This is an optimization exercise on Yosys and OpenROAD, whose aim is small area, a short achievable clock period and few clock cycles per item, not a production implementation. No run shown here included a check of the RTL's function; only the layout flow was run.

`flow/design.v`:
```
module hmm_viterbi_decoder #(
  parameter int DATA_PREC       = 16,
  parameter int HIDDEN_STATES   = 4,
  parameter int OBSERVED_STATES = 4,
  parameter int OBSERVED_LEN    = 16,
  localparam int SW = (HIDDEN_STATES > 1) ? $clog2(HIDDEN_STATES) : 1,
  localparam int OW = (OBSERVED_STATES > 1) ? $clog2(OBSERVED_STATES) : 1
) (
  input  logic                 clk,
  input  logic                 rst,
  input  logic [HIDDEN_STATES*HIDDEN_STATES*DATA_PREC-1:0]   trans,
  input  logic [HIDDEN_STATES*OBSERVED_STATES*DATA_PREC-1:0] emm,
  input  logic [HIDDEN_STATES*DATA_PREC-1:0]                 stationary_distribution,
  input  logic                 in_valid,
  output logic                 in_ready,
  input  logic [OW-1:0]        in_obs,
  output logic                 out_valid,
  input  logic                 out_ready,
  output logic [SW-1:0]        out_state,
  output logic                 out_last,
  output logic [DATA_PREC-1:0] out_prob
);
  localparam int DP = DATA_PREC;
  typedef enum logic [1:0] {S_WAIT, S_RUN, S_OUT} state_t;
  state_t     state_q;
  logic [2:0] ph_q;
  logic [3:0] t_q;
  logic       full_q;        
  logic [1:0] obs_q;
  logic       in_ready_q, out_valid_q, out_last_q;
  wire run    = (state_q == S_RUN);
  wire last_f = (t_q == 4'd15);
  wire accept = in_valid & in_ready_q;
  wire out_hs = out_valid_q & out_ready;
  logic [DP-1:0] a_q, b_q, d_q;
  logic [3:0][DP-1:0] tr_q, p_q, m_q;
  logic [3:0][1:0]    bpc_q;
  logic [DP-1:0] prob_q;
  logic [1:0]    st_q;
  logic [14:1][3:0][1:0] bp_q;
  wire fold_en    = run & ~last_f & (ph_q >= 3'd2);
  wire fold_first = run & ~last_f & (ph_q == 3'd2);
  wire [1:0] src  = ph_q[1:0] - 2'd2;    
  logic [3:0][DP-1:0] fold_res;
  logic [3:0][1:0]    fold_bp;
  always_comb begin
    for (int k = 0; k < 4; k++) begin
      fold_res[k] = m_q[k];
      fold_bp[k]  = bpc_q[k];
      if (fold_first) begin
        fold_res[k] = p_q[k];
        fold_bp[k]  = 2'd0;
      end else if (fold_en && (p_q[k] > m_q[k])) begin
        fold_res[k] = p_q[k];
        fold_bp[k]  = src;
      end
    end
  end
  logic [1:0] jn;       
  always_comb begin
    case (ph_q)
      3'd0: jn = 2'd1;
      3'd1: jn = 2'd2;
      3'd2: jn = 2'd3;
      default: jn = 2'd0;
    endcase
    if (!run) jn = 2'd0;
  end
  logic [DP-1:0] a_n;
  always_comb begin
    a_n = fold_res[0];
    if (run) begin
      case (ph_q)
        3'd0: a_n = m_q[1];
        3'd1: a_n = m_q[2];
        3'd2: a_n = m_q[3];
        default: a_n = fold_res[0];
      endcase
    end
  end
  logic [DP-1:0] em_y;
  logic [3:0][DP-1:0] tr_y;
  mul16hi u_em (.a(a_q), .b(b_q), .y(em_y));
  for (genvar k = 0; k < 4; k++) begin : g_tr
    mul16hi u_tr (.a(d_q), .b(tr_q[k]), .y(tr_y[k]));
  end
  always_ff @(posedge clk) begin
    a_q <= a_n;
    b_q <= emm[({jn, obs_q})*DP +: DP];
    d_q <= em_y;
    for (int k = 0; k < 4; k++) begin
      tr_q[k] <= trans[({ph_q[1:0], 2'(k)})*DP +: DP];
      p_q[k]  <= tr_y[k];
      m_q[k]  <= (state_q == S_WAIT && t_q == 4'd0) ? stationary_distribution[k*DP +: DP] : fold_res[k];
      bpc_q[k] <= fold_bp[k];
    end
    if (run && last_f && ph_q >= 3'd1 && ph_q <= 3'd4) begin
      if (ph_q == 3'd1 || d_q > prob_q) begin
        prob_q <= d_q;
        st_q   <= ph_q[1:0] - 2'd1;
      end
    end else if (out_hs) begin
      if (t_q == 4'd15) st_q <= bpc_q[st_q];
      else if (t_q != 4'd0) st_q <= bp_q[t_q][st_q];
    end
    if (run && ph_q == 3'd0 && t_q != 4'd0 && !last_f)
      bp_q[t_q] <= bpc_q;
  end
  assign out_state = st_q;
  assign out_prob  = prob_q;
  assign out_valid = out_valid_q;
  assign out_last  = out_last_q;
  assign in_ready  = in_ready_q;
  state_t     state_d;
  logic [2:0] ph_d;
  logic [3:0] t_d;
  logic       full_d;
  always_comb begin
    state_d = state_q;
    ph_d    = ph_q;
    t_d     = t_q;
    full_d  = full_q;
    if (run && ph_q == 3'd2) full_d = 1'b0;    
    if (accept) full_d = 1'b1;
    case (state_q)
      S_WAIT: begin
        if (full_q) begin
          state_d = S_RUN;
          ph_d    = 3'd0;
        end
      end
      S_RUN: begin
        ph_d = ph_q + 3'd1;
        if (last_f && ph_q == 3'd4) begin
          state_d = S_OUT;
        end else if (ph_q == 3'd5) begin
          t_d  = t_q + 4'd1;
          ph_d = 3'd0;
          if (!full_q) state_d = S_WAIT;
        end
      end
      S_OUT: begin
        if (out_hs) begin
          if (t_q == 4'd0) state_d = S_WAIT;
          else t_d = t_q - 4'd1;
        end
      end
      default: state_d = S_WAIT;
    endcase
  end
  always_ff @(posedge clk or posedge rst) begin
    if (rst) begin
      state_q     <= S_WAIT;
      ph_q        <= 3'd0;
      t_q         <= 4'd0;
      full_q      <= 1'b0;
      in_ready_q  <= 1'b1;
      out_valid_q <= 1'b0;
      out_last_q  <= 1'b0;
    end else begin
      state_q     <= state_d;
      ph_q        <= ph_d;
      t_q         <= t_d;
      full_q      <= full_d;
      in_ready_q  <= ~full_d & ~(state_d == S_OUT) & ~(state_d == S_RUN && t_d == 4'd15);
      out_valid_q <= (state_d == S_OUT);
      out_last_q  <= (state_d == S_OUT) && (t_d == 4'd0);
    end
  end
  always_ff @(posedge clk) begin
    if (accept) obs_q <= in_obs;
  end
endmodule
module mul16hi (input [15:0] a, input [15:0] b, output [15:0] y);
  wire pp1;
  wire pp2;
  wire pp3;
  wire pp4;
  wire pp5;
  wire pp6;
  wire pp7;
  wire pp8;
  wire pp9;
  wire pp10;
  wire pp11;
  wire pp12;
  wire pp13;
  wire pp14;
  wire pp15;
  wire pp16;
  wire pp17;
  wire pp18;
  wire pp19;
  wire pp20;
  wire pp21;
  wire pp22;
  wire pp23;
  wire pp24;
  wire pp25;
  wire pp26;
  wire pp27;
  wire pp28;
  wire pp29;
  wire pp30;
  wire pp31;
  wire pp32;
  wire pp33;
  wire pp34;
  wire pp35;
  wire pp36;
  wire pp37;
  wire pp38;
  wire pp39;
  wire pp40;
  wire pp41;
  wire pp42;
  wire pp43;
  wire pp44;
  wire pp45;
  wire pp46;
  wire pp47;
  wire pp48;
  wire pp49;
  wire pp50;
  wire pp51;
  wire pp52;
  wire pp53;
  wire pp54;
  wire pp55;
  wire pp56;
  wire pp57;
  wire pp58;
  wire pp59;
  wire pp60;
  wire pp61;
  wire pp62;
  wire pp63;
  wire pp64;
  wire pp65;
  wire pp66;
  wire pp67;
  wire pp68;
  wire pp69;
  wire pp70;
  wire pp71;
  wire pp72;
  wire pp73;
  wire pp74;
  wire pp75;
  wire pp76;
  wire pp77;
  wire pp78;
  wire pp79;
  wire pp80;
  wire pp81;
  wire pp82;
  wire pp83;
  wire pp84;
  wire pp85;
  wire pp86;
  wire pp87;
  wire pp88;
  wire pp89;
  wire pp90;
  wire pp91;
  wire pp92;
  wire pp93;
  wire pp94;
  wire pp95;
  wire pp96;
  wire pp97;
  wire pp98;
  wire pp99;
  wire pp100;
  wire pp101;
  wire pp102;
  wire pp103;
  wire pp104;
  wire pp105;
  wire pp106;
  wire pp107;
  wire pp108;
  wire pp109;
  wire pp110;
  wire pp111;
  wire pp112;
  wire pp113;
  wire pp114;
  wire pp115;
  wire pp116;
  wire pp117;
  wire pp118;
  wire pp119;
  wire pp120;
  wire pp121;
  wire pp122;
  wire pp123;
  wire pp124;
  wire pp125;
  wire pp126;
  wire pp127;
  wire pp128;
  wire pp129;
  wire pp130;
  wire pp131;
  wire pp132;
  wire pp133;
  wire pp134;
  wire pp135;
  wire pp136;
  wire pp137;
  wire pp138;
  wire pp139;
  wire pp140;
  wire pp141;
  wire pp142;
  wire pp143;
  wire pp144;
  wire pp145;
  wire pp146;
  wire pp147;
  wire pp148;
  wire pp149;
  wire pp150;
  wire pp151;
  wire pp152;
  wire pp153;
  wire pp154;
  wire pp155;
  wire pp156;
  wire pp157;
  wire pp158;
  wire pp159;
  wire pp160;
  wire pp161;
  wire pp162;
  wire pp163;
  wire pp164;
  wire pp165;
  wire pp166;
  wire pp167;
  wire pp168;
  wire pp169;
  wire pp170;
  wire pp171;
  wire pp172;
  wire pp173;
  wire pp174;
  wire pp175;
  wire pp176;
  wire pp177;
  wire pp178;
  wire pp179;
  wire pp180;
  wire pp181;
  wire pp182;
  wire pp183;
  wire pp184;
  wire pp185;
  wire pp186;
  wire pp187;
  wire pp188;
  wire pp189;
  wire pp190;
  wire pp191;
  wire pp192;
  wire pp193;
  wire pp194;
  wire pp195;
  wire pp196;
  wire pp197;
  wire pp198;
  wire pp199;
  wire pp200;
  wire pp201;
  wire pp202;
  wire pp203;
  wire pp204;
  wire pp205;
  wire pp206;
  wire pp207;
  wire pp208;
  wire pp209;
  wire pp210;
  wire pp211;
  wire pp212;
  wire pp213;
  wire pp214;
  wire pp215;
  wire pp216;
  wire pp217;
  wire pp218;
  wire pp219;
  wire pp220;
  wire pp221;
  wire pp222;
  wire pp223;
  wire pp224;
  wire pp225;
  wire pp226;
  wire pp227;
  wire pp228;
  wire pp229;
  wire pp230;
  wire pp231;
  wire pp232;
  wire pp233;
  wire pp234;
  wire pp235;
  wire pp236;
  wire pp237;
  wire pp238;
  wire pp239;
  wire pp240;
  wire pp241;
  wire pp242;
  wire pp243;
  wire pp244;
  wire pp245;
  wire pp246;
  wire pp247;
  wire pp248;
  wire pp249;
  wire pp250;
  wire pp251;
  wire pp252;
  wire pp253;
  wire pp254;
  wire pp255;
  wire pp256;
  wire s257;
  wire c258;
  wire s259;
  wire c260;
  wire s261;
  wire c262;
  wire s263;
  wire c264;
  wire s265;
  wire c266;
  wire s267;
  wire c268;
  wire s269;
  wire c270;
  wire s271;
  wire c272;
  wire s273;
  wire c274;
  wire s275;
  wire c276;
  wire s277;
  wire c278;
  wire s279;
  wire c280;
  wire s281;
  wire c282;
  wire s283;
  wire c284;
  wire s285;
  wire c286;
  wire s287;
  wire c288;
  wire s289;
  wire c290;
  wire s291;
  wire c292;
  wire s293;
  wire c294;
  wire s295;
  wire c296;
  wire s297;
  wire c298;
  wire s299;
  wire c300;
  wire s301;
  wire c302;
  wire s303;
  wire c304;
  wire s305;
  wire c306;
  wire s307;
  wire c308;
  wire s309;
  wire c310;
  wire s311;
  wire c312;
  wire s313;
  wire c314;
  wire s315;
  wire c316;
  wire s317;
  wire c318;
  wire s319;
  wire c320;
  wire s321;
  wire c322;
  wire s323;
  wire c324;
  wire s325;
  wire c326;
  wire s327;
  wire c328;
  wire s329;
  wire c330;
  wire s331;
  wire c332;
  wire s333;
  wire c334;
  wire s335;
  wire c336;
  wire s337;
  wire c338;
  wire s339;
  wire c340;
  wire s341;
  wire c342;
  wire s343;
  wire c344;
  wire s345;
  wire c346;
  wire s347;
  wire c348;
  wire s349;
  wire c350;
  wire s351;
  wire c352;
  wire s353;
  wire c354;
  wire s355;
  wire c356;
  wire s357;
  wire c358;
  wire s359;
  wire c360;
  wire s361;
  wire c362;
  wire s363;
  wire c364;
  wire s365;
  wire c366;
  wire s367;
  wire c368;
  wire s369;
  wire c370;
  wire s371;
  wire c372;
  wire s373;
  wire c374;
  wire s375;
  wire c376;
  wire s377;
  wire c378;
  wire s379;
  wire c380;
  wire s381;
  wire c382;
  wire s383;
  wire c384;
  wire s385;
  wire c386;
  wire s387;
  wire c388;
  wire s389;
  wire c390;
  wire s391;
  wire c392;
  wire s393;
  wire c394;
  wire s395;
  wire c396;
  wire s397;
  wire c398;
  wire s399;
  wire c400;
  wire s401;
  wire c402;
  wire s403;
  wire c404;
  wire s405;
  wire c406;
  wire s407;
  wire c408;
  wire s409;
  wire c410;
  wire s411;
  wire c412;
  wire s413;
  wire c414;
  wire s415;
  wire c416;
  wire s417;
  wire c418;
  wire s419;
  wire c420;
  wire s421;
  wire c422;
  wire s423;
  wire c424;
  wire s425;
  wire c426;
  wire s427;
  wire c428;
  wire s429;
  wire c430;
  wire s431;
  wire c432;
  wire s433;
  wire c434;
  wire s435;
  wire c436;
  wire s437;
  wire c438;
  wire s439;
  wire c440;
  wire s441;
  wire c442;
  wire s443;
  wire c444;
  wire s445;
  wire c446;
  wire s447;
  wire c448;
  wire s449;
  wire c450;
  wire s451;
  wire c452;
  wire s453;
  wire c454;
  wire s455;
  wire c456;
  wire s457;
  wire c458;
  wire s459;
  wire c460;
  wire s461;
  wire c462;
  wire s463;
  wire c464;
  wire s465;
  wire c466;
  wire s467;
  wire c468;
  wire s469;
  wire c470;
  wire s471;
  wire c472;
  wire s473;
  wire c474;
  wire s475;
  wire c476;
  wire s477;
  wire c478;
  wire s479;
  wire c480;
  wire s481;
  wire c482;
  wire s483;
  wire c484;
  wire s485;
  wire c486;
  wire s487;
  wire c488;
  wire s489;
  wire c490;
  wire s491;
  wire c492;
  wire s493;
  wire c494;
  wire s495;
  wire c496;
  wire s497;
  wire c498;
  wire s499;
  wire c500;
  wire s501;
  wire c502;
  wire s503;
  wire c504;
  wire s505;
  wire c506;
  wire s507;
  wire c508;
  wire s509;
  wire c510;
  wire s511;
  wire c512;
  wire s513;
  wire c514;
  wire s515;
  wire c516;
  wire s517;
  wire c518;
  wire s519;
  wire c520;
  wire s521;
  wire c522;
  wire s523;
  wire c524;
  wire s525;
  wire c526;
  wire s527;
  wire c528;
  wire s529;
  wire c530;
  wire s531;
  wire c532;
  wire s533;
  wire c534;
  wire s535;
  wire c536;
  wire s537;
  wire c538;
  wire s539;
  wire c540;
  wire s541;
  wire c542;
  wire s543;
  wire c544;
  wire s545;
  wire c546;
  wire s547;
  wire c548;
  wire s549;
  wire c550;
  wire s551;
  wire c552;
  wire s553;
  wire c554;
  wire s555;
  wire c556;
  wire s557;
  wire c558;
  wire s559;
  wire c560;
  wire s561;
  wire c562;
  wire s563;
  wire c564;
  wire s565;
  wire c566;
  wire s567;
  wire c568;
  wire s569;
  wire c570;
  wire s571;
  wire c572;
  wire s573;
  wire c574;
  wire s575;
  wire c576;
  wire s577;
  wire c578;
  wire s579;
  wire c580;
  wire s581;
  wire c582;
  wire s583;
  wire c584;
  wire s585;
  wire c586;
  wire s587;
  wire c588;
  wire s589;
  wire c590;
  wire s591;
  wire c592;
  wire s593;
  wire c594;
  wire s595;
  wire c596;
  wire s597;
  wire c598;
  wire s599;
  wire c600;
  wire s601;
  wire c602;
  wire s603;
  wire c604;
  wire s605;
  wire c606;
  wire s607;
  wire c608;
  wire s609;
  wire c610;
  wire s611;
  wire c612;
  wire s613;
  wire c614;
  wire s615;
  wire c616;
  wire s617;
  wire c618;
  wire s619;
  wire c620;
  wire s621;
  wire c622;
  wire s623;
  wire c624;
  wire s625;
  wire c626;
  wire s627;
  wire c628;
  wire s629;
  wire c630;
  wire s631;
  wire c632;
  wire s633;
  wire c634;
  wire s635;
  wire c636;
  wire s637;
  wire c638;
  wire s639;
  wire c640;
  wire s641;
  wire c642;
  wire s643;
  wire c644;
  wire s645;
  wire c646;
  wire s647;
  wire c648;
  wire s649;
  wire c650;
  wire s651;
  wire c652;
  wire s653;
  wire c654;
  wire s655;
  wire c656;
  wire s657;
  wire c658;
  wire s659;
  wire c660;
  wire s661;
  wire c662;
  wire s663;
  wire c664;
  wire s665;
  wire c666;
  wire s667;
  wire c668;
  wire s669;
  wire c670;
  wire s671;
  wire c672;
  wire s673;
  wire c674;
  wire s675;
  wire c676;
  assign pp1 = ~(a[0] & b[0]);
  assign pp2 = ~(a[0] & b[1]);
  assign pp3 = ~(a[0] & b[2]);
  assign pp4 = ~(a[0] & b[3]);
  assign pp5 = ~(a[0] & b[4]);
  assign pp6 = ~(a[0] & b[5]);
  assign pp7 = ~(a[0] & b[6]);
  assign pp8 = ~(a[0] & b[7]);
  assign pp9 = ~(a[0] & b[8]);
  assign pp10 = ~(a[0] & b[9]);
  assign pp11 = ~(a[0] & b[10]);
  assign pp12 = ~(a[0] & b[11]);
  assign pp13 = ~(a[0] & b[12]);
  assign pp14 = ~(a[0] & b[13]);
  assign pp15 = ~(a[0] & b[14]);
  assign pp16 = ~(a[0] & b[15]);
  assign pp17 = ~(a[1] & b[0]);
  assign pp18 = ~(a[1] & b[1]);
  assign pp19 = ~(a[1] & b[2]);
  assign pp20 = ~(a[1] & b[3]);
  assign pp21 = ~(a[1] & b[4]);
  assign pp22 = ~(a[1] & b[5]);
  assign pp23 = ~(a[1] & b[6]);
  assign pp24 = ~(a[1] & b[7]);
  assign pp25 = ~(a[1] & b[8]);
  assign pp26 = ~(a[1] & b[9]);
  assign pp27 = ~(a[1] & b[10]);
  assign pp28 = ~(a[1] & b[11]);
  assign pp29 = ~(a[1] & b[12]);
  assign pp30 = ~(a[1] & b[13]);
  assign pp31 = ~(a[1] & b[14]);
  assign pp32 = ~(a[1] & b[15]);
  assign pp33 = ~(a[2] & b[0]);
  assign pp34 = ~(a[2] & b[1]);
  assign pp35 = ~(a[2] & b[2]);
  assign pp36 = ~(a[2] & b[3]);
  assign pp37 = ~(a[2] & b[4]);
  assign pp38 = ~(a[2] & b[5]);
  assign pp39 = ~(a[2] & b[6]);
  assign pp40 = ~(a[2] & b[7]);
  assign pp41 = ~(a[2] & b[8]);
  assign pp42 = ~(a[2] & b[9]);
  assign pp43 = ~(a[2] & b[10]);
  assign pp44 = ~(a[2] & b[11]);
  assign pp45 = ~(a[2] & b[12]);
  assign pp46 = ~(a[2] & b[13]);
  assign pp47 = ~(a[2] & b[14]);
  assign pp48 = ~(a[2] & b[15]);
  assign pp49 = ~(a[3] & b[0]);
  assign pp50 = ~(a[3] & b[1]);
  assign pp51 = ~(a[3] & b[2]);
  assign pp52 = ~(a[3] & b[3]);
  assign pp53 = ~(a[3] & b[4]);
  assign pp54 = ~(a[3] & b[5]);
  assign pp55 = ~(a[3] & b[6]);
  assign pp56 = ~(a[3] & b[7]);
  assign pp57 = ~(a[3] & b[8]);
  assign pp58 = ~(a[3] & b[9]);
  assign pp59 = ~(a[3] & b[10]);
  assign pp60 = ~(a[3] & b[11]);
  assign pp61 = ~(a[3] & b[12]);
  assign pp62 = ~(a[3] & b[13]);
  assign pp63 = ~(a[3] & b[14]);
  assign pp64 = ~(a[3] & b[15]);
  assign pp65 = ~(a[4] & b[0]);
  assign pp66 = ~(a[4] & b[1]);
  assign pp67 = ~(a[4] & b[2]);
  assign pp68 = ~(a[4] & b[3]);
  assign pp69 = ~(a[4] & b[4]);
  assign pp70 = ~(a[4] & b[5]);
  assign pp71 = ~(a[4] & b[6]);
  assign pp72 = ~(a[4] & b[7]);
  assign pp73 = ~(a[4] & b[8]);
  assign pp74 = ~(a[4] & b[9]);
  assign pp75 = ~(a[4] & b[10]);
  assign pp76 = ~(a[4] & b[11]);
  assign pp77 = ~(a[4] & b[12]);
  assign pp78 = ~(a[4] & b[13]);
  assign pp79 = ~(a[4] & b[14]);
  assign pp80 = ~(a[4] & b[15]);
  assign pp81 = ~(a[5] & b[0]);
  assign pp82 = ~(a[5] & b[1]);
  assign pp83 = ~(a[5] & b[2]);
  assign pp84 = ~(a[5] & b[3]);
  assign pp85 = ~(a[5] & b[4]);
  assign pp86 = ~(a[5] & b[5]);
  assign pp87 = ~(a[5] & b[6]);
  assign pp88 = ~(a[5] & b[7]);
  assign pp89 = ~(a[5] & b[8]);
  assign pp90 = ~(a[5] & b[9]);
  assign pp91 = ~(a[5] & b[10]);
  assign pp92 = ~(a[5] & b[11]);
  assign pp93 = ~(a[5] & b[12]);
  assign pp94 = ~(a[5] & b[13]);
  assign pp95 = ~(a[5] & b[14]);
  assign pp96 = ~(a[5] & b[15]);
  assign pp97 = ~(a[6] & b[0]);
  assign pp98 = ~(a[6] & b[1]);
  assign pp99 = ~(a[6] & b[2]);
  assign pp100 = ~(a[6] & b[3]);
  assign pp101 = ~(a[6] & b[4]);
  assign pp102 = ~(a[6] & b[5]);
  assign pp103 = ~(a[6] & b[6]);
  assign pp104 = ~(a[6] & b[7]);
  assign pp105 = ~(a[6] & b[8]);
  assign pp106 = ~(a[6] & b[9]);
  assign pp107 = ~(a[6] & b[10]);
  assign pp108 = ~(a[6] & b[11]);
  assign pp109 = ~(a[6] & b[12]);
  assign pp110 = ~(a[6] & b[13]);
  assign pp111 = ~(a[6] & b[14]);
  assign pp112 = ~(a[6] & b[15]);
  assign pp113 = ~(a[7] & b[0]);
  assign pp114 = ~(a[7] & b[1]);
  assign pp115 = ~(a[7] & b[2]);
  assign pp116 = ~(a[7] & b[3]);
  assign pp117 = ~(a[7] & b[4]);
  assign pp118 = ~(a[7] & b[5]);
  assign pp119 = ~(a[7] & b[6]);
  assign pp120 = ~(a[7] & b[7]);
  assign pp121 = ~(a[7] & b[8]);
  assign pp122 = ~(a[7] & b[9]);
  assign pp123 = ~(a[7] & b[10]);
  assign pp124 = ~(a[7] & b[11]);
  assign pp125 = ~(a[7] & b[12]);
  assign pp126 = ~(a[7] & b[13]);
  assign pp127 = ~(a[7] & b[14]);
  assign pp128 = ~(a[7] & b[15]);
  assign pp129 = ~(a[8] & b[0]);
  assign pp130 = ~(a[8] & b[1]);
  assign pp131 = ~(a[8] & b[2]);
  assign pp132 = ~(a[8] & b[3]);
  assign pp133 = ~(a[8] & b[4]);
  assign pp134 = ~(a[8] & b[5]);
  assign pp135 = ~(a[8] & b[6]);
  assign pp136 = ~(a[8] & b[7]);
  assign pp137 = ~(a[8] & b[8]);
  assign pp138 = ~(a[8] & b[9]);
  assign pp139 = ~(a[8] & b[10]);
  assign pp140 = ~(a[8] & b[11]);
  assign pp141 = ~(a[8] & b[12]);
  assign pp142 = ~(a[8] & b[13]);
  assign pp143 = ~(a[8] & b[14]);
  assign pp144 = ~(a[8] & b[15]);
  assign pp145 = ~(a[9] & b[0]);
  assign pp146 = ~(a[9] & b[1]);
  assign pp147 = ~(a[9] & b[2]);
  assign pp148 = ~(a[9] & b[3]);
  assign pp149 = ~(a[9] & b[4]);
  assign pp150 = ~(a[9] & b[5]);
  assign pp151 = ~(a[9] & b[6]);
  assign pp152 = ~(a[9] & b[7]);
  assign pp153 = ~(a[9] & b[8]);
  assign pp154 = ~(a[9] & b[9]);
  assign pp155 = ~(a[9] & b[10]);
  assign pp156 = ~(a[9] & b[11]);
  assign pp157 = ~(a[9] & b[12]);
  assign pp158 = ~(a[9] & b[13]);
  assign pp159 = ~(a[9] & b[14]);
  assign pp160 = ~(a[9] & b[15]);
  assign pp161 = ~(a[10] & b[0]);
  assign pp162 = ~(a[10] & b[1]);
  assign pp163 = ~(a[10] & b[2]);
  assign pp164 = ~(a[10] & b[3]);
  assign pp165 = ~(a[10] & b[4]);
  assign pp166 = ~(a[10] & b[5]);
  assign pp167 = ~(a[10] & b[6]);
  assign pp168 = ~(a[10] & b[7]);
  assign pp169 = ~(a[10] & b[8]);
  assign pp170 = ~(a[10] & b[9]);
  assign pp171 = ~(a[10] & b[10]);
  assign pp172 = ~(a[10] & b[11]);
  assign pp173 = ~(a[10] & b[12]);
  assign pp174 = ~(a[10] & b[13]);
  assign pp175 = ~(a[10] & b[14]);
  assign pp176 = ~(a[10] & b[15]);
  assign pp177 = ~(a[11] & b[0]);
  assign pp178 = ~(a[11] & b[1]);
  assign pp179 = ~(a[11] & b[2]);
  assign pp180 = ~(a[11] & b[3]);
  assign pp181 = ~(a[11] & b[4]);
  assign pp182 = ~(a[11] & b[5]);
  assign pp183 = ~(a[11] & b[6]);
  assign pp184 = ~(a[11] & b[7]);
  assign pp185 = ~(a[11] & b[8]);
  assign pp186 = ~(a[11] & b[9]);
  assign pp187 = ~(a[11] & b[10]);
  assign pp188 = ~(a[11] & b[11]);
  assign pp189 = ~(a[11] & b[12]);
  assign pp190 = ~(a[11] & b[13]);
  assign pp191 = ~(a[11] & b[14]);
  assign pp192 = ~(a[11] & b[15]);
  assign pp193 = ~(a[12] & b[0]);
  assign pp194 = ~(a[12] & b[1]);
  assign pp195 = ~(a[12] & b[2]);
  assign pp196 = ~(a[12] & b[3]);
  assign pp197 = ~(a[12] & b[4]);
  assign pp198 = ~(a[12] & b[5]);
  assign pp199 = ~(a[12] & b[6]);
  assign pp200 = ~(a[12] & b[7]);
  assign pp201 = ~(a[12] & b[8]);
  assign pp202 = ~(a[12] & b[9]);
  assign pp203 = ~(a[12] & b[10]);
  assign pp204 = ~(a[12] & b[11]);
  assign pp205 = ~(a[12] & b[12]);
  assign pp206 = ~(a[12] & b[13]);
  assign pp207 = ~(a[12] & b[14]);
  assign pp208 = ~(a[12] & b[15]);
  assign pp209 = ~(a[13] & b[0]);
  assign pp210 = ~(a[13] & b[1]);
  assign pp211 = ~(a[13] & b[2]);
  assign pp212 = ~(a[13] & b[3]);
  assign pp213 = ~(a[13] & b[4]);
  assign pp214 = ~(a[13] & b[5]);
  assign pp215 = ~(a[13] & b[6]);
  assign pp216 = ~(a[13] & b[7]);
  assign pp217 = ~(a[13] & b[8]);
  assign pp218 = ~(a[13] & b[9]);
  assign pp219 = ~(a[13] & b[10]);
  assign pp220 = ~(a[13] & b[11]);
  assign pp221 = ~(a[13] & b[12]);
  assign pp222 = ~(a[13] & b[13]);
  assign pp223 = ~(a[13] & b[14]);
  assign pp224 = ~(a[13] & b[15]);
  assign pp225 = ~(a[14] & b[0]);
  assign pp226 = ~(a[14] & b[1]);
  assign pp227 = ~(a[14] & b[2]);
  assign pp228 = ~(a[14] & b[3]);
  assign pp229 = ~(a[14] & b[4]);
  assign pp230 = ~(a[14] & b[5]);
  assign pp231 = ~(a[14] & b[6]);
  assign pp232 = ~(a[14] & b[7]);
  assign pp233 = ~(a[14] & b[8]);
  assign pp234 = ~(a[14] & b[9]);
  assign pp235 = ~(a[14] & b[10]);
  assign pp236 = ~(a[14] & b[11]);
  assign pp237 = ~(a[14] & b[12]);
  assign pp238 = ~(a[14] & b[13]);
  assign pp239 = ~(a[14] & b[14]);
  assign pp240 = ~(a[14] & b[15]);
  assign pp241 = ~(a[15] & b[0]);
  assign pp242 = ~(a[15] & b[1]);
  assign pp243 = ~(a[15] & b[2]);
  assign pp244 = ~(a[15] & b[3]);
  assign pp245 = ~(a[15] & b[4]);
  assign pp246 = ~(a[15] & b[5]);
  assign pp247 = ~(a[15] & b[6]);
  assign pp248 = ~(a[15] & b[7]);
  assign pp249 = ~(a[15] & b[8]);
  assign pp250 = ~(a[15] & b[9]);
  assign pp251 = ~(a[15] & b[10]);
  assign pp252 = ~(a[15] & b[11]);
  assign pp253 = ~(a[15] & b[12]);
  assign pp254 = ~(a[15] & b[13]);
  assign pp255 = ~(a[15] & b[14]);
  assign pp256 = ~(a[15] & b[15]);
  vfa u_s257 (.a(pp14), .b(pp29), .c(1'b1), .s(s257), .co(c258));
  vfa u_s259 (.a(pp15), .b(pp30), .c(pp45), .s(s259), .co(c260));
  vfa u_s261 (.a(pp60), .b(pp75), .c(1'b1), .s(s261), .co(c262));
  vfa u_s263 (.a(pp16), .b(pp31), .c(pp46), .s(s263), .co(c264));
  vfa u_s265 (.a(pp61), .b(pp76), .c(pp91), .s(s265), .co(c266));
  vfa u_s267 (.a(pp106), .b(pp121), .c(1'b1), .s(s267), .co(c268));
  vfa u_s269 (.a(pp32), .b(pp47), .c(pp62), .s(s269), .co(c270));
  vfa u_s271 (.a(pp77), .b(pp92), .c(pp107), .s(s271), .co(c272));
  vfa u_s273 (.a(pp122), .b(pp137), .c(1'b1), .s(s273), .co(c274));
  vfa u_s275 (.a(pp48), .b(pp63), .c(pp78), .s(s275), .co(c276));
  vfa u_s277 (.a(pp93), .b(pp108), .c(pp123), .s(s277), .co(c278));
  vfa u_s279 (.a(pp64), .b(pp79), .c(pp94), .s(s279), .co(c280));
  vfa u_s281 (.a(pp10), .b(pp25), .c(1'b1), .s(s281), .co(c282));
  vfa u_s283 (.a(pp11), .b(pp26), .c(pp41), .s(s283), .co(c284));
  vfa u_s285 (.a(pp56), .b(pp71), .c(1'b1), .s(s285), .co(c286));
  vfa u_s287 (.a(pp12), .b(pp27), .c(pp42), .s(s287), .co(c288));
  vfa u_s289 (.a(pp57), .b(pp72), .c(pp87), .s(s289), .co(c290));
  vfa u_s291 (.a(pp102), .b(pp117), .c(1'b1), .s(s291), .co(c292));
  vfa u_s293 (.a(pp13), .b(pp28), .c(pp43), .s(s293), .co(c294));
  vfa u_s295 (.a(pp58), .b(pp73), .c(pp88), .s(s295), .co(c296));
  vfa u_s297 (.a(pp103), .b(pp118), .c(pp133), .s(s297), .co(c298));
  vfa u_s299 (.a(pp148), .b(pp163), .c(1'b1), .s(s299), .co(c300));
  vfa u_s301 (.a(pp44), .b(pp59), .c(pp74), .s(s301), .co(c302));
  vfa u_s303 (.a(pp89), .b(pp104), .c(pp119), .s(s303), .co(c304));
  vfa u_s305 (.a(pp134), .b(pp149), .c(pp164), .s(s305), .co(c306));
  vfa u_s307 (.a(pp179), .b(pp194), .c(pp209), .s(s307), .co(c308));
  vfa u_s309 (.a(pp90), .b(pp105), .c(pp120), .s(s309), .co(c310));
  vfa u_s311 (.a(pp135), .b(pp150), .c(pp165), .s(s311), .co(c312));
  vfa u_s313 (.a(pp180), .b(pp195), .c(pp210), .s(s313), .co(c314));
  vfa u_s315 (.a(pp225), .b(s259), .c(s261), .s(s315), .co(c316));
  vfa u_s317 (.a(pp136), .b(pp151), .c(pp166), .s(s317), .co(c318));
  vfa u_s319 (.a(pp181), .b(pp196), .c(pp211), .s(s319), .co(c320));
  vfa u_s321 (.a(pp226), .b(pp241), .c(s263), .s(s321), .co(c322));
  vfa u_s323 (.a(s265), .b(s267), .c(c260), .s(s323), .co(c324));
  vfa u_s325 (.a(pp152), .b(pp167), .c(pp182), .s(s325), .co(c326));
  vfa u_s327 (.a(pp197), .b(pp212), .c(pp227), .s(s327), .co(c328));
  vfa u_s329 (.a(pp242), .b(s269), .c(s271), .s(s329), .co(c330));
  vfa u_s331 (.a(s273), .b(c264), .c(c266), .s(s331), .co(c332));
  vfa u_s333 (.a(pp138), .b(pp153), .c(pp168), .s(s333), .co(c334));
  vfa u_s335 (.a(pp183), .b(pp198), .c(pp213), .s(s335), .co(c336));
  vfa u_s337 (.a(pp228), .b(pp243), .c(s275), .s(s337), .co(c338));
  vfa u_s339 (.a(s277), .b(c270), .c(c272), .s(s339), .co(c340));
  vfa u_s341 (.a(pp109), .b(pp124), .c(pp139), .s(s341), .co(c342));
  vfa u_s343 (.a(pp154), .b(pp169), .c(pp184), .s(s343), .co(c344));
  vfa u_s345 (.a(pp199), .b(pp214), .c(pp229), .s(s345), .co(c346));
  vfa u_s347 (.a(pp244), .b(s279), .c(c276), .s(s347), .co(c348));
  vfa u_s349 (.a(pp80), .b(pp95), .c(pp110), .s(s349), .co(c350));
  vfa u_s351 (.a(pp125), .b(pp140), .c(pp155), .s(s351), .co(c352));
  vfa u_s353 (.a(pp170), .b(pp185), .c(pp200), .s(s353), .co(c354));
  vfa u_s355 (.a(pp215), .b(pp230), .c(pp245), .s(s355), .co(c356));
  vfa u_s357 (.a(pp96), .b(pp111), .c(pp126), .s(s357), .co(c358));
  vfa u_s359 (.a(pp141), .b(pp156), .c(pp171), .s(s359), .co(c360));
  vfa u_s361 (.a(pp186), .b(pp201), .c(pp216), .s(s361), .co(c362));
  vfa u_s363 (.a(pp112), .b(pp127), .c(pp142), .s(s363), .co(c364));
  vfa u_s365 (.a(pp157), .b(pp172), .c(pp187), .s(s365), .co(c366));
  vfa u_s367 (.a(pp128), .b(pp143), .c(pp158), .s(s367), .co(c368));
  vfa u_s369 (.a(pp7), .b(pp22), .c(1'b1), .s(s369), .co(c370));
  vfa u_s371 (.a(pp8), .b(pp23), .c(pp38), .s(s371), .co(c372));
  vfa u_s373 (.a(pp53), .b(pp68), .c(1'b1), .s(s373), .co(c374));
  vfa u_s375 (.a(pp9), .b(pp24), .c(pp39), .s(s375), .co(c376));
  vfa u_s377 (.a(pp54), .b(pp69), .c(pp84), .s(s377), .co(c378));
  vfa u_s379 (.a(pp99), .b(pp114), .c(1'b1), .s(s379), .co(c380));
  vfa u_s381 (.a(pp40), .b(pp55), .c(pp70), .s(s381), .co(c382));
  vfa u_s383 (.a(pp85), .b(pp100), .c(pp115), .s(s383), .co(c384));
  vfa u_s385 (.a(pp130), .b(pp145), .c(s281), .s(s385), .co(c386));
  vfa u_s387 (.a(pp86), .b(pp101), .c(pp116), .s(s387), .co(c388));
  vfa u_s389 (.a(pp131), .b(pp146), .c(pp161), .s(s389), .co(c390));
  vfa u_s391 (.a(s283), .b(s285), .c(c282), .s(s391), .co(c392));
  vfa u_s393 (.a(pp132), .b(pp147), .c(pp162), .s(s393), .co(c394));
  vfa u_s395 (.a(pp177), .b(s287), .c(s289), .s(s395), .co(c396));
  vfa u_s397 (.a(s291), .b(c284), .c(c286), .s(s397), .co(c398));
  vfa u_s399 (.a(pp178), .b(pp193), .c(s293), .s(s399), .co(c400));
  vfa u_s401 (.a(s295), .b(s297), .c(s299), .s(s401), .co(c402));
  vfa u_s403 (.a(c288), .b(c290), .c(c292), .s(s403), .co(c404));
  vfa u_s405 (.a(s257), .b(s301), .c(s303), .s(s405), .co(c406));
  vfa u_s407 (.a(s305), .b(s307), .c(c294), .s(s407), .co(c408));
  vfa u_s409 (.a(c296), .b(c298), .c(c300), .s(s409), .co(c410));
  vfa u_s411 (.a(c258), .b(s309), .c(s311), .s(s411), .co(c412));
  vfa u_s413 (.a(s313), .b(s315), .c(c302), .s(s413), .co(c414));
  vfa u_s415 (.a(c304), .b(c306), .c(c308), .s(s415), .co(c416));
  vfa u_s417 (.a(c262), .b(s317), .c(s319), .s(s417), .co(c418));
  vfa u_s419 (.a(s321), .b(s323), .c(c310), .s(s419), .co(c420));
  vfa u_s421 (.a(c312), .b(c314), .c(c316), .s(s421), .co(c422));
  vfa u_s423 (.a(c268), .b(s325), .c(s327), .s(s423), .co(c424));
  vfa u_s425 (.a(s329), .b(s331), .c(c318), .s(s425), .co(c426));
  vfa u_s427 (.a(c320), .b(c322), .c(c324), .s(s427), .co(c428));
  vfa u_s429 (.a(c274), .b(s333), .c(s335), .s(s429), .co(c430));
  vfa u_s431 (.a(s337), .b(s339), .c(c326), .s(s431), .co(c432));
  vfa u_s433 (.a(c328), .b(c330), .c(c332), .s(s433), .co(c434));
  vfa u_s435 (.a(c278), .b(s341), .c(s343), .s(s435), .co(c436));
  vfa u_s437 (.a(s345), .b(s347), .c(c334), .s(s437), .co(c438));
  vfa u_s439 (.a(c336), .b(c338), .c(c340), .s(s439), .co(c440));
  vfa u_s441 (.a(c280), .b(s349), .c(s351), .s(s441), .co(c442));
  vfa u_s443 (.a(s353), .b(s355), .c(c342), .s(s443), .co(c444));
  vfa u_s445 (.a(c344), .b(c346), .c(c348), .s(s445), .co(c446));
  vfa u_s447 (.a(pp231), .b(pp246), .c(s357), .s(s447), .co(c448));
  vfa u_s449 (.a(s359), .b(s361), .c(c350), .s(s449), .co(c450));
  vfa u_s451 (.a(c352), .b(c354), .c(c356), .s(s451), .co(c452));
  vfa u_s453 (.a(pp202), .b(pp217), .c(pp232), .s(s453), .co(c454));
  vfa u_s455 (.a(pp247), .b(s363), .c(s365), .s(s455), .co(c456));
  vfa u_s457 (.a(c358), .b(c360), .c(c362), .s(s457), .co(c458));
  vfa u_s459 (.a(pp173), .b(pp188), .c(pp203), .s(s459), .co(c460));
  vfa u_s461 (.a(pp218), .b(pp233), .c(pp248), .s(s461), .co(c462));
  vfa u_s463 (.a(s367), .b(c364), .c(c366), .s(s463), .co(c464));
  vfa u_s465 (.a(pp144), .b(pp159), .c(pp174), .s(s465), .co(c466));
  vfa u_s467 (.a(pp189), .b(pp204), .c(pp219), .s(s467), .co(c468));
  vfa u_s469 (.a(pp234), .b(pp249), .c(c368), .s(s469), .co(c470));
  vfa u_s471 (.a(pp160), .b(pp175), .c(pp190), .s(s471), .co(c472));
  vfa u_s473 (.a(pp205), .b(pp220), .c(pp235), .s(s473), .co(c474));
  vfa u_s475 (.a(pp176), .b(pp191), .c(pp206), .s(s475), .co(c476));
  vfa u_s477 (.a(pp5), .b(pp20), .c(1'b1), .s(s477), .co(c478));
  vfa u_s479 (.a(pp6), .b(pp21), .c(pp36), .s(s479), .co(c480));
  vfa u_s481 (.a(pp51), .b(pp66), .c(1'b1), .s(s481), .co(c482));
  vfa u_s483 (.a(pp37), .b(pp52), .c(pp67), .s(s483), .co(c484));
  vfa u_s485 (.a(pp82), .b(pp97), .c(s369), .s(s485), .co(c486));
  vfa u_s487 (.a(pp83), .b(pp98), .c(pp113), .s(s487), .co(c488));
  vfa u_s489 (.a(s371), .b(s373), .c(c370), .s(s489), .co(c490));
  vfa u_s491 (.a(pp129), .b(s375), .c(s377), .s(s491), .co(c492));
  vfa u_s493 (.a(s379), .b(c372), .c(c374), .s(s493), .co(c494));
  vfa u_s495 (.a(s381), .b(s383), .c(s385), .s(s495), .co(c496));
  vfa u_s497 (.a(c376), .b(c378), .c(c380), .s(s497), .co(c498));
  vfa u_s499 (.a(s387), .b(s389), .c(s391), .s(s499), .co(c500));
  vfa u_s501 (.a(c382), .b(c384), .c(c386), .s(s501), .co(c502));
  vfa u_s503 (.a(s393), .b(s395), .c(s397), .s(s503), .co(c504));
  vfa u_s505 (.a(c388), .b(c390), .c(c392), .s(s505), .co(c506));
  vfa u_s507 (.a(s399), .b(s401), .c(s403), .s(s507), .co(c508));
  vfa u_s509 (.a(c394), .b(c396), .c(c398), .s(s509), .co(c510));
  vfa u_s511 (.a(s405), .b(s407), .c(s409), .s(s511), .co(c512));
  vfa u_s513 (.a(c400), .b(c402), .c(c404), .s(s513), .co(c514));
  vfa u_s515 (.a(s411), .b(s413), .c(s415), .s(s515), .co(c516));
  vfa u_s517 (.a(c406), .b(c408), .c(c410), .s(s517), .co(c518));
  vfa u_s519 (.a(s417), .b(s419), .c(s421), .s(s519), .co(c520));
  vfa u_s521 (.a(c412), .b(c414), .c(c416), .s(s521), .co(c522));
  vfa u_s523 (.a(s423), .b(s425), .c(s427), .s(s523), .co(c524));
  vfa u_s525 (.a(c418), .b(c420), .c(c422), .s(s525), .co(c526));
  vfa u_s527 (.a(s429), .b(s431), .c(s433), .s(s527), .co(c528));
  vfa u_s529 (.a(c424), .b(c426), .c(c428), .s(s529), .co(c530));
  vfa u_s531 (.a(s435), .b(s437), .c(s439), .s(s531), .co(c532));
  vfa u_s533 (.a(c430), .b(c432), .c(c434), .s(s533), .co(c534));
  vfa u_s535 (.a(s441), .b(s443), .c(s445), .s(s535), .co(c536));
  vfa u_s537 (.a(c436), .b(c438), .c(c440), .s(s537), .co(c538));
  vfa u_s539 (.a(s447), .b(s449), .c(s451), .s(s539), .co(c540));
  vfa u_s541 (.a(c442), .b(c444), .c(c446), .s(s541), .co(c542));
  vfa u_s543 (.a(s453), .b(s455), .c(s457), .s(s543), .co(c544));
  vfa u_s545 (.a(c448), .b(c450), .c(c452), .s(s545), .co(c546));
  vfa u_s547 (.a(s459), .b(s461), .c(s463), .s(s547), .co(c548));
  vfa u_s549 (.a(c454), .b(c456), .c(c458), .s(s549), .co(c550));
  vfa u_s551 (.a(s465), .b(s467), .c(s469), .s(s551), .co(c552));
  vfa u_s553 (.a(c460), .b(c462), .c(c464), .s(s553), .co(c554));
  vfa u_s555 (.a(pp250), .b(s471), .c(s473), .s(s555), .co(c556));
  vfa u_s557 (.a(c466), .b(c468), .c(c470), .s(s557), .co(c558));
  vfa u_s559 (.a(pp221), .b(pp236), .c(pp251), .s(s559), .co(c560));
  vfa u_s561 (.a(s475), .b(c472), .c(c474), .s(s561), .co(c562));
  vfa u_s563 (.a(pp192), .b(pp207), .c(pp222), .s(s563), .co(c564));
  vfa u_s565 (.a(pp237), .b(pp252), .c(c476), .s(s565), .co(c566));
  vfa u_s567 (.a(pp208), .b(pp223), .c(pp238), .s(s567), .co(c568));
  vfa u_s569 (.a(pp4), .b(pp19), .c(1'b1), .s(s569), .co(c570));
  vfa u_s571 (.a(pp35), .b(pp50), .c(pp65), .s(s571), .co(c572));
  vfa u_s573 (.a(pp81), .b(s479), .c(s481), .s(s573), .co(c574));
  vfa u_s575 (.a(s483), .b(s485), .c(c480), .s(s575), .co(c576));
  vfa u_s577 (.a(s487), .b(s489), .c(c484), .s(s577), .co(c578));
  vfa u_s579 (.a(s491), .b(s493), .c(c488), .s(s579), .co(c580));
  vfa u_s581 (.a(s495), .b(s497), .c(c492), .s(s581), .co(c582));
  vfa u_s583 (.a(s499), .b(s501), .c(c496), .s(s583), .co(c584));
  vfa u_s585 (.a(s503), .b(s505), .c(c500), .s(s585), .co(c586));
  vfa u_s587 (.a(s507), .b(s509), .c(c504), .s(s587), .co(c588));
  vfa u_s589 (.a(s511), .b(s513), .c(c508), .s(s589), .co(c590));
  vfa u_s591 (.a(s515), .b(s517), .c(c512), .s(s591), .co(c592));
  vfa u_s593 (.a(s519), .b(s521), .c(c516), .s(s593), .co(c594));
  vfa u_s595 (.a(s523), .b(s525), .c(c520), .s(s595), .co(c596));
  vfa u_s597 (.a(s527), .b(s529), .c(c524), .s(s597), .co(c598));
  vfa u_s599 (.a(s531), .b(s533), .c(c528), .s(s599), .co(c600));
  vfa u_s601 (.a(s535), .b(s537), .c(c532), .s(s601), .co(c602));
  vfa u_s603 (.a(s539), .b(s541), .c(c536), .s(s603), .co(c604));
  vfa u_s605 (.a(s543), .b(s545), .c(c540), .s(s605), .co(c606));
  vfa u_s607 (.a(s547), .b(s549), .c(c544), .s(s607), .co(c608));
  vfa u_s609 (.a(s551), .b(s553), .c(c548), .s(s609), .co(c610));
  vfa u_s611 (.a(s555), .b(s557), .c(c552), .s(s611), .co(c612));
  vfa u_s613 (.a(s559), .b(s561), .c(c556), .s(s613), .co(c614));
  vfa u_s615 (.a(s563), .b(s565), .c(c560), .s(s615), .co(c616));
  vfa u_s617 (.a(pp253), .b(s567), .c(c564), .s(s617), .co(c618));
  vfa u_s619 (.a(pp224), .b(pp239), .c(pp254), .s(s619), .co(c620));
  vfa u_s621 (.a(pp3), .b(pp18), .c(1'b1), .s(s621), .co(c622));
  vfa u_s623 (.a(pp34), .b(pp49), .c(s569), .s(s623), .co(c624));
  vfa u_s625 (.a(s477), .b(s571), .c(c570), .s(s625), .co(c626));
  vfa u_s627 (.a(c478), .b(s573), .c(c572), .s(s627), .co(c628));
  vfa u_s629 (.a(c482), .b(s575), .c(c574), .s(s629), .co(c630));
  vfa u_s631 (.a(c486), .b(s577), .c(c576), .s(s631), .co(c632));
  vfa u_s633 (.a(c490), .b(s579), .c(c578), .s(s633), .co(c634));
  vfa u_s635 (.a(c494), .b(s581), .c(c580), .s(s635), .co(c636));
  vfa u_s637 (.a(c498), .b(s583), .c(c582), .s(s637), .co(c638));
  vfa u_s639 (.a(c502), .b(s585), .c(c584), .s(s639), .co(c640));
  vfa u_s641 (.a(c506), .b(s587), .c(c586), .s(s641), .co(c642));
  vfa u_s643 (.a(c510), .b(s589), .c(c588), .s(s643), .co(c644));
  vfa u_s645 (.a(c514), .b(s591), .c(c590), .s(s645), .co(c646));
  vfa u_s647 (.a(c518), .b(s593), .c(c592), .s(s647), .co(c648));
  vfa u_s649 (.a(c522), .b(s595), .c(c594), .s(s649), .co(c650));
  vfa u_s651 (.a(c526), .b(s597), .c(c596), .s(s651), .co(c652));
  vfa u_s653 (.a(c530), .b(s599), .c(c598), .s(s653), .co(c654));
  vfa u_s655 (.a(c534), .b(s601), .c(c600), .s(s655), .co(c656));
  vfa u_s657 (.a(c538), .b(s603), .c(c602), .s(s657), .co(c658));
  vfa u_s659 (.a(c542), .b(s605), .c(c604), .s(s659), .co(c660));
  vfa u_s661 (.a(c546), .b(s607), .c(c606), .s(s661), .co(c662));
  vfa u_s663 (.a(c550), .b(s609), .c(c608), .s(s663), .co(c664));
  vfa u_s665 (.a(c554), .b(s611), .c(c610), .s(s665), .co(c666));
  vfa u_s667 (.a(c558), .b(s613), .c(c612), .s(s667), .co(c668));
  vfa u_s669 (.a(c562), .b(s615), .c(c614), .s(s669), .co(c670));
  vfa u_s671 (.a(c566), .b(s617), .c(c616), .s(s671), .co(c672));
  vfa u_s673 (.a(c568), .b(s619), .c(c618), .s(s673), .co(c674));
  vfa u_s675 (.a(pp240), .b(pp255), .c(c620), .s(s675), .co(c676));
  wire [31:0] r0 = {1'b1, pp256, s675, s673, s671, s669, s667, s665, s663, s661, s659, s657, s655, s653, s651, s649, s647, s645, s643, s641, s639, s637, s635, s633, s631, s629, s627, s625, s623, pp33, pp2, pp1};
  wire [31:0] r1 = {1'b1, c676, c674, c672, c670, c668, c666, c664, c662, c660, c658, c656, c654, c652, c650, c648, c646, c644, c642, c640, c638, c636, c634, c632, c630, c628, c626, c624, c622, s621, pp17, 1'b1};
  wire [31:0] sum = r0 + r1 + 32'd1;
  assign y = ~sum[31:16];
endmodule
module vfa (input a, input b, input c, output s, output co);
  assign s = a ^ b ^ c;
  assign co = (a & b) | (a & c) | (b & c);
endmodule
```
`flow/flow/run.sh`:
```
#!/bin/bash
# Layout flow: the standard ORFS flow (standard.sh), with
#  - port buffers of the smallest plain buffer instead of the default delay buffer,
#  - repair_timing asked for extra setup slack so that the layout is sized for speed
#    (the clock and constraints are the design's; only the repair target changes).
set -euo pipefail
source flow/params.sh
bash standard.sh \
  "BUFFER_PORTS_ARGS=-buffer_cell sky130_fd_sc_hd__buf_1" \
  "SETUP_SLACK_MARGIN=${MARGIN}" \
  finish > flow_make.log 2>&1
```
`flow/flow/params.sh`:
```
MARGIN=17.5
```
`flow/standard.sh`:
```
#!/bin/bash
# synth_recipe.tcl (not shown) runs the flow's synth.tcl, then flattens the netlist and writes it again
# the make line also repeats each setting of config.mk as NAME=value (left out here)
make -C /OpenROAD-flow-scripts/flow DESIGN_CONFIG=/design/flow/config.mk WORK_HOME=/design/flow/orfs CLKGATE_MAP_FILE= SYNTH_SCRIPT=/design/flow/synth_recipe.tcl "${@:-finish}"
```
`flow/config.mk`:
```
export PLATFORM = sky130hd
export DESIGN_NAME = hmm_viterbi_decoder
export DESIGN_NICKNAME = hmm_viterbi_decoder
export VERILOG_FILES = /design/flow/design.v
export SDC_FILE = /design/flow/constraint.sdc
export NUM_CORES = 4
export LEC_CHECK = 0
export ABC_CLOCK_PERIOD_IN_PS = 5500
export CAP_MARGIN = 20
export CORE_MARGIN = 2
export CORE_UTILIZATION = 40
export SLEW_MARGIN = 20
export SYNTH_HIERARCHICAL = 1
```
`flow/constraint.sdc`:
```
create_clock -name core_clock -period 24.0 [get_ports {clk}]
set_input_delay 4.8000 -clock core_clock [delete_from_list [all_inputs] [get_ports {clk}]]
set_output_delay 4.8000 -clock core_clock [all_outputs]
set_load 0.01 [all_outputs]
```
==> run summary, run 1 <==
outcome: complete, no violations
Cell Area, Synth: 0.05385 mm^2
all-layer global routing usage: 26.65%
hold buffer count at CTS: 0
Fin. Hold Viols: 0
dpl hpwl: 135.8 mm
Top FF cell, synth: dfxtp_1
share of cells above drive strength 1: 10.29%
RR Endpoint: p_q[60]$_DFF_P_
crit share post-route: 26.59%
Syn Inst Count: 5,044
critical-path cell list: clkbuf_8, buf_1
Mean Syn Cell Area: 10.68 um^2
port bufs: 602
Synth cell types: 84
count of flip-flops with a built-in enable after synthesis: 180
drt drc: 0
crit start category: register
drt first pass iters: 7
Vias/cell: 5.807
largest stage delay on the critical path: 0.36 ns
max-capacitance violation count: 0
Placeable Area: 0.1336 mm^2
Worst-Skew Late Latency: 0.70 ns
reg2reg setup slack: 17.76 ns
arrival time worst endpoint: 1.58 ns
die area: 0.1376 mm^2
WP data required: 19.20 ns
yosys warns: 7
# Post-CTS Setup Buffers: 0
fin. max-slew vios: 0
Crit Path Max Fanout: 31
global-route wire length before repair: 275.5 mm
CTS tree: yes
footprint of the multi-input gates: 0.04243 mm^2
CTS buffer count: 50
leading cell type in the layout, fill and taps excluded: nand2_1
Filler cells: 12.67k
Worst Hold Launch: d_q[9]$_DFF_P_
FFs w/ async S/R, synth: 3.308%
Worst Clk Skew: 0.04683 ns
fmax: 0.1567 GHz
die height: 370.9 um
reg2reg start: d_q[10]$_DFF_P_
Die W: 370.9 um
Critical Path End Type: output port
most frequent cells in the layout: 1,415 x nand2_1, 1,050 x fa_1, 602 x buf_1
Slew HR: 22.09%
remaining antenna violation count: 0
clock slew at reported path FFs: 0.06 ns
crit path buf inv count: 2
R2R depth: 15
pre-CTS setup slack: 17.43 ns
Initial Util: 40.30%
via count: 41.92k
DRT Wirelength: 181.9 mm
FP Rows: 134
area delta synth->final: 10.19%
Worst Max-Slew Pin Slew: 1.158 ns
drt first-iter violations: 3,165
Worst Hold End: prob_q[9]$_DFFE_PP_
antenna violations before repair: 19
global route total overflow: 0
register area share after synthesis: 18.08%
H-tree depth: 2
slowest cell on the critical path: clkbuf_8
post-route setup TNS: 0 ns
Setup Viol. Count Final: 0
clock buffer depth: 3
vias in the first global route: 44.91k
pin count of the biggest net entering global routing: 70
RSZ-0062 raised after global routing: yes
Final Core Density: 44.41%
Synth Register Bits: 393
# IOs: 603
Reg area: 0.009782 mm^2
Tmin final: 6.381 ns
worst hold-check path type: register to register
Hold Path Depth: 0
Top delay family on crit path: buffers and inverters
Crit Path Category: register to output port
Net count, final: 7,273
Sink Count: 393
global placer's final weighted congestion: 0.9543
worst setup margin: 17.62 ns
routed length per placed instance: 25.20 um
root buffer cell: clkbuf_16
metal layers:
layer	global-route usage (%)	part of all wire, %
met5	0	0.029
met4	11.23	4.5
met3	5.729	9.0
met2	43.81	47
met1	34.04	39
per-module statistics from Yosys, one instance, submodules excluded:
module,times used,cell area (um^2)
hmm_viterbi_decoder,1,20430
mul16hi,5,2481
vfa,1050,20.02
worst max-delay path by stage:
stage / end / cells after the start / from
after floorplan: out_last_q$_DFF_PP0_ / 6 / out_ready
after global placement: p_q[63]$_DFF_P_ / 14 / d_q[8]$_DFF_P_
after detailed placement: p_q[63]$_DFF_P_ / 14 / d_q[8]$_DFF_P_
after CTS: p_q[63]$_DFF_P_ / 14 / d_q[6]$_DFF_P_
after global routing: p_q[56]$_DFF_P_ / 15 / d_q[6]$_DFF_P_
final: out_state[0] / 2 / st_q[0]$_DFFE_PP_
through the flow:
stage	hold WS, ns	std cells	instance area [um^2]
2_1_floorplan	0.4887	5114	54110
3_3_place_gp	0.4765	7114	57460
3_5_place_dp	0.4738	7114	57460
4_1_cts	0.4909	7208	59250
5_1_grt	0.4977	7216	59330
6_report	0.4895	7218	59340
cell families (layout without fill, tap and decap cells):
group                      Yosys count  count (layout)  share of synthesized area (%)
and+or+nand+nor                   1774            1774                          13.86
adders and majority gates         1293            1293                          44.68
AOI/OAI and AO/OA                  643             643                          8.260
buffers and inverters              528             854                          3.704
DFF                                393             393                          18.08
muxes                              329             329                          10.10
xor gates and xnor gates            79              79                          1.285
other                                5              85                        0.03486
Yosys cell counts (7+ instances only):
library cell,number,share of area [%]
xnor2_1,27,0.44
nor3b_1,7,0.098
inv_1,101,0.70
nand4_1,49,0.57
a41o_1,7,0.13
o21a_1,29,0.40
o21ai_0,95,0.88
nand2b_1,15,0.17
and2_1,34,0.39
a22o_1,17,0.28
nor3_1,17,0.16
edfxtp_1,180,10
o31ai_1,14,0.20
a31oi_1,74,0.86
a21o_1,49,0.68
a21boi_0,8,0.11
buf_1,21,0.15
nor3_2,7,0.13
a211oi_1,44,0.61
buf_2,7,0.065
fa_1,1050,39
nand2_1,1416,9.9
ha_1,243,5.6
nor2_1,88,0.61
mux2i_1,11,0.20
mux2_2,163,3.4
xor2_1,52,0.85
nor2b_1,29,0.34
dfxtp_1,200,7.4
mux4_2,155,6.5
clkbuf_1,396,2.8
o21ai_1,10,0.093
nand3_1,41,0.38
and4_1,12,0.20
dfrtp_1,12,0.56
o211ai_1,50,0.70
a21oi_1,160,1.5
and3_1,13,0.15
or3_1,8,0.093
state kept, by name, indices dropped and copies added (netlist names), 16 cells and up:
signal	flops
a_q	16
b_q	16
prob_q	16
bp_q	112
p_q	64
m_q	64
d_q	16
tr_q	64
worst register-to-register path, delay by kind of cell (launching register included):
family	cells	cell delay [ns]
fa+ha+maj	6	3.02
compound gates	6	1.32
buf+inv	1	0.77
flops	1	0.75
simple gates	1	0.20
xor+xnor	1	0.15
area by class of cell:
cell class,count,share of cell area [%]
multi-input cells,4193,71.50
flip-flops and latches,393,16.49
repair buffers,657,4.616
well taps,1768,3.728
clock buffers,67,2.387
inverters,103,0.6516
clock inverters,27,0.5904
diodes,10,0.04217
timing repair:
action,CTS,global route
setup endpoints to repair,12,49
hold endpoints to repair,0,0
gates resized for setup,5,29
==> run 2, diff against run 1 <==
==> flow/flow/params.sh (replaced) <==
MARGIN=18.5
==> run summary, run 2 <==
leading cell type in the layout, fill and taps excluded: nand2_1 (unchanged)
met3 wire len: 18.38 mm (was 16.34 mm)
pin count of the biggest net entering global routing: 78 (was 70)
M1 WL: 75.03 mm (was 71.47 mm)
WP data required: 19.20 ns (about the same)
die area: 0.1376 mm^2 (unchanged)
share of cells above drive strength 1: 18.54% (was 10.29%)
Crit Path Category: register to output port (unchanged)
register area share after synthesis: 18.08% (unchanged)
DRT Wirelength: 197.5 mm (was 181.9 mm)
RSZ-0062 raised after global routing: yes (unchanged)
count of flip-flops with a built-in enable after synthesis: 180 (unchanged)
Top delay family on crit path: flip-flops (was buffers and inverters)
Mean Syn Cell Area: 10.68 um^2 (unchanged)
Worst-Skew Late Latency: 0.67 ns (was 0.70 ns)
root buffer cell: clkbuf_16 (unchanged)
area delta synth->final: 18.01% (was 10.19%)
FFs w/ async S/R, synth: 3.308% (unchanged)
global route total overflow: 0 (unchanged)
clock buffer depth: 3 (unchanged)
dpl hpwl: 137.8 mm (was 135.8 mm)
drt drc: 0 (unchanged)
post-route setup TNS: 0 ns (unchanged)
FP Rows: 134 (unchanged)
Synth cell types: 84 (unchanged)
drt first-iter violations: 3,753 (was 3,165)
WP depth: 2 (unchanged)
most common cell in the netlist: nand2_1 (unchanged)
Critical Path End Type: output port (unchanged)
Placeable Area: 0.1336 mm^2 (unchanged)
arrival time worst endpoint: 1.39 ns (was 1.58 ns)
critical-path cell list: buf_12, buf_6 (was clkbuf_8, buf_1)
global placer's final weighted congestion: 0.9012 (was 0.9543)
CTS tree: yes (unchanged)
# IOs: 603 (unchanged)
outcome: complete, no violations (unchanged)
Cell Area, Synth: 0.05385 mm^2 (unchanged)
Fin. Hold Viols: 0 (unchanged)
crit share post-route: 25.78% (was 26.59%)
global-route wire length before repair: 291.8 mm (was 275.5 mm)
Crit Path Max Fanout: 2 (was 31)
CTS buffer count: 50 (unchanged)
Worst Clk Skew: 0.07101 ns (was 0.04683 ns)
all-layer global routing usage: 28.55% (was 26.65%)
crit path buf inv count: 2 (unchanged)
port bufs: 602 (unchanged)
Sink Count: 393 (unchanged)
remaining antenna violation count: 0 (unchanged)
max-capacitance violation count: 0 (unchanged)
Die W: 370.9 um (unchanged)
Setup Viol. Count Final: 0 (unchanged)
hold buffer count at CTS: 0 (unchanged)
max reg flops: 112 (unchanged)
antenna violations before repair: 14 (was 19)
worst hold-check path type: register to register (unchanged)
Tmin final: 6.187 ns (was 6.381 ns)
Slew HR: 23.41% (was 22.09%)
worst setup margin: 17.81 ns (was 17.62 ns)
drt first pass iters: 9 (was 7)
Net count, final: 7,467 (was 7,273)
top cells by area, synth: fa_1 39%, edfxtp_1 10%, nand2_1 9.9%, dfxtp_1 7.4%, mux4_2 6.5% (unchanged)
Worst Max-Slew Pin Slew: 1.142 ns (was 1.158 ns)
R2R depth: 18 (was 15)
Met2 Wirelength: 91.62 mm (was 85.84 mm)
DR top layer: met5 (unchanged)
largest stage delay on the critical path: 0.43 ns (was 0.36 ns)
pre-CTS setup slack: 17.38 ns (was 17.43 ns)
slowest cell on the critical path: edfxtp_1 (was clkbuf_8)
Vias/cell: 5.883 (was 5.807)
fmax: 0.1616 GHz (was 0.1567 GHz)
fin. max-slew vios: 0 (unchanged)
Hold Path Depth: 2 (was 0)
cell taking the most area after synthesis: fa_1 (unchanged)
most frequent cells in the layout: 1,396 x nand2_1, 1,023 x fa_1, 579 x buf_1 (was 1,415 x nand2_1, 1,050 x fa_1, 602 x buf_1)
Largest Register: bp_q (unchanged)
H-tree depth: 2 (unchanged)
top-area cell type share of the netlist area: 39.03% (unchanged)
clock slew at reported path FFs: 0.06 ns (about the same)
WHS: 0.5560 ns (was 0.4895 ns)
routed length per placed instance: 26.65 um (was 25.20 um)
Top FF cell, synth: dfxtp_1 (unchanged)
synth cell count leaders: 1,416 x nand2_1, 1,050 x fa_1, 396 x clkbuf_1 (unchanged)
die height: 370.9 um (unchanged)
vias in the first global route: 45.89k (was 44.91k)
Syn Inst Count: 5,044 (unchanged)
Synth Register Bits: 393 (unchanged)
Initial Util: 40.30% (unchanged)
via count: 43.59k (was 41.92k)
yosys warns: 7 (unchanged)
crit start category: register (unchanged)
## run 2: cell types whose count changed in the layout (fill, tap and decap cells not counted), moves of 27 or more
cell     before   now
fa_2          0    27
ha_1        243   198
a21oi_1     159   124
ha_4          0    34
buf_12        0    32
fa_1       1050  1023
dfxtp_4       4    57
buf_6         6    41
buf_4        43   156
dfxtp_1     177   106
## run 2: layer usage
| metal | track usage (%) | vias up |
|---|---|---|
| li1 | - | 18082 |
| met1 | 36.24 | 22581 |
| met2 | 45.57 | 2436 |
| met3 | 6.037 | 487 |
| met4 | 15.74 | 4 |
| met5 | 0 | - |
## run 2: cell type report
type | instances | area (um^2)
repair buffers | 851 | 5431
inverters | 103 | 386.6
clock inverters | 28 | 314.1
diodes | 10 | 25.02
flip-flops and latches | 393 | 10000
clock buffers | 64 | 1354
well taps | 1768 | 2212
multi-input cells | 4193 | 43820
fillers | 12250 | 70080
## run 2: final timing paths
check / to / slack (ns) / start
max in group asynchronous: ph_q[1]$_DFFE_PP0P_ / 19.23 / rst
setup reg to reg: p_q[47]$_DFF_P_ / 18.39 / d_q[4]$_DFF_P_
setup / recovery: out_prob[12] / 17.81 / prob_q[12]$_DFFE_PP_
hold reg to reg: m_q[3]$_DFF_P_ / 0.56 / m_q[3]$_DFF_P_
min in group asynchronous: ph_q[0]$_DFFE_PP0P_ / 4.34 / rst
hold / removal: m_q[3]$_DFF_P_ / 0.56 / m_q[3]$_DFF_P_
## run 2: what timing repair did
| action | 4_1_cts | 5_1_grt |
|---|---|---|
| gates resized for setup | 296 | 247 |
| setup endpoints to repair | 141 | 104 |
| pin swaps | 62 | 176 |
| hold endpoints to repair | 0 | 0 |
| gates cloned | 17 | 3 |
| setup buffers | 102 | 74 |
## run 2: tightest hold or removal path, delay by kind of cell (launching register included)
kind | cells | cell delay [ns]
compound gates | 2 | 0.20
flops | 1 | 0.31
## run 2: kinds of logic after synthesis
kind of cell    Yosys count  synth area share (%)
other cells               5               0.03486
compound gates          643                 8.260
simple gates           1774                 13.86
fa+ha+maj              1293                 44.68
flops                   393                 18.08
buf+inv                 528                 3.704
xor+xnor                 79                 1.285
mux                     329                 10.10
## run 2: modules after synthesis, one instance, submodules excluded
module               copies in the design  cell area [um^2]  cells
vfa                                  1050             20.02      1
hmm_viterbi_decoder                     1             20430   1544
mul16hi                                 5              2481    490
## run 2: through the flow
step / cells / cell area [um^2] / util (%)
4_1_cts: 7323 / 61720 / 46.19
5_1_grt: 7407 / 63540 / 47.55
3_5_place_dp: 7112 / 57500 / 43.03
2_1_floorplan: 5114 / 54180 / -
3_3_place_gp: 7112 / 57500 / 43.03
6_report: 7410 / 63550 / 47.56

[afterwards: timing with drivers on the ports]
The results above use ideal ports. As a check the final layouts listed here were re-extracted and re-timed, cells and wires unchanged.
Step 1 sets driving cells, clkbuf_16 on the clock port and buf_2 on the other inputs (assumed; they add their load-dependent delay and slew).
Step 2, shift: input delay + t, output delay - t, t = (earliest + latest rising clock arrival at the registers) / 2. This alone moves slack from input paths to output paths.
Three values: ideal ports, drivers, drivers and shift; two values: the first two.
| run | shift t [ns] | setup slack, ns | clock arrival spread, ns | slew at the worst register clock pin (ns) | worst data-port slew with drivers (ns) |
|---|---|---|---|---|---|
| run 1 | 0.748 | 17.619 / 17.543 / 17.277 | 0.048 / 0.049 | 0.07 / 0.07 | 0.17 |
| run 2 | 0.712 | 17.813 / 17.737 / 17.859 | 0.074 / 0.074 | 0.07 / 0.07 | 0.22 |
After both steps every run listed still meets setup and hold. For run 1, which loses most, drivers alone change the setup slack by -0.076 ns; drivers and shift together by -0.342 ns.
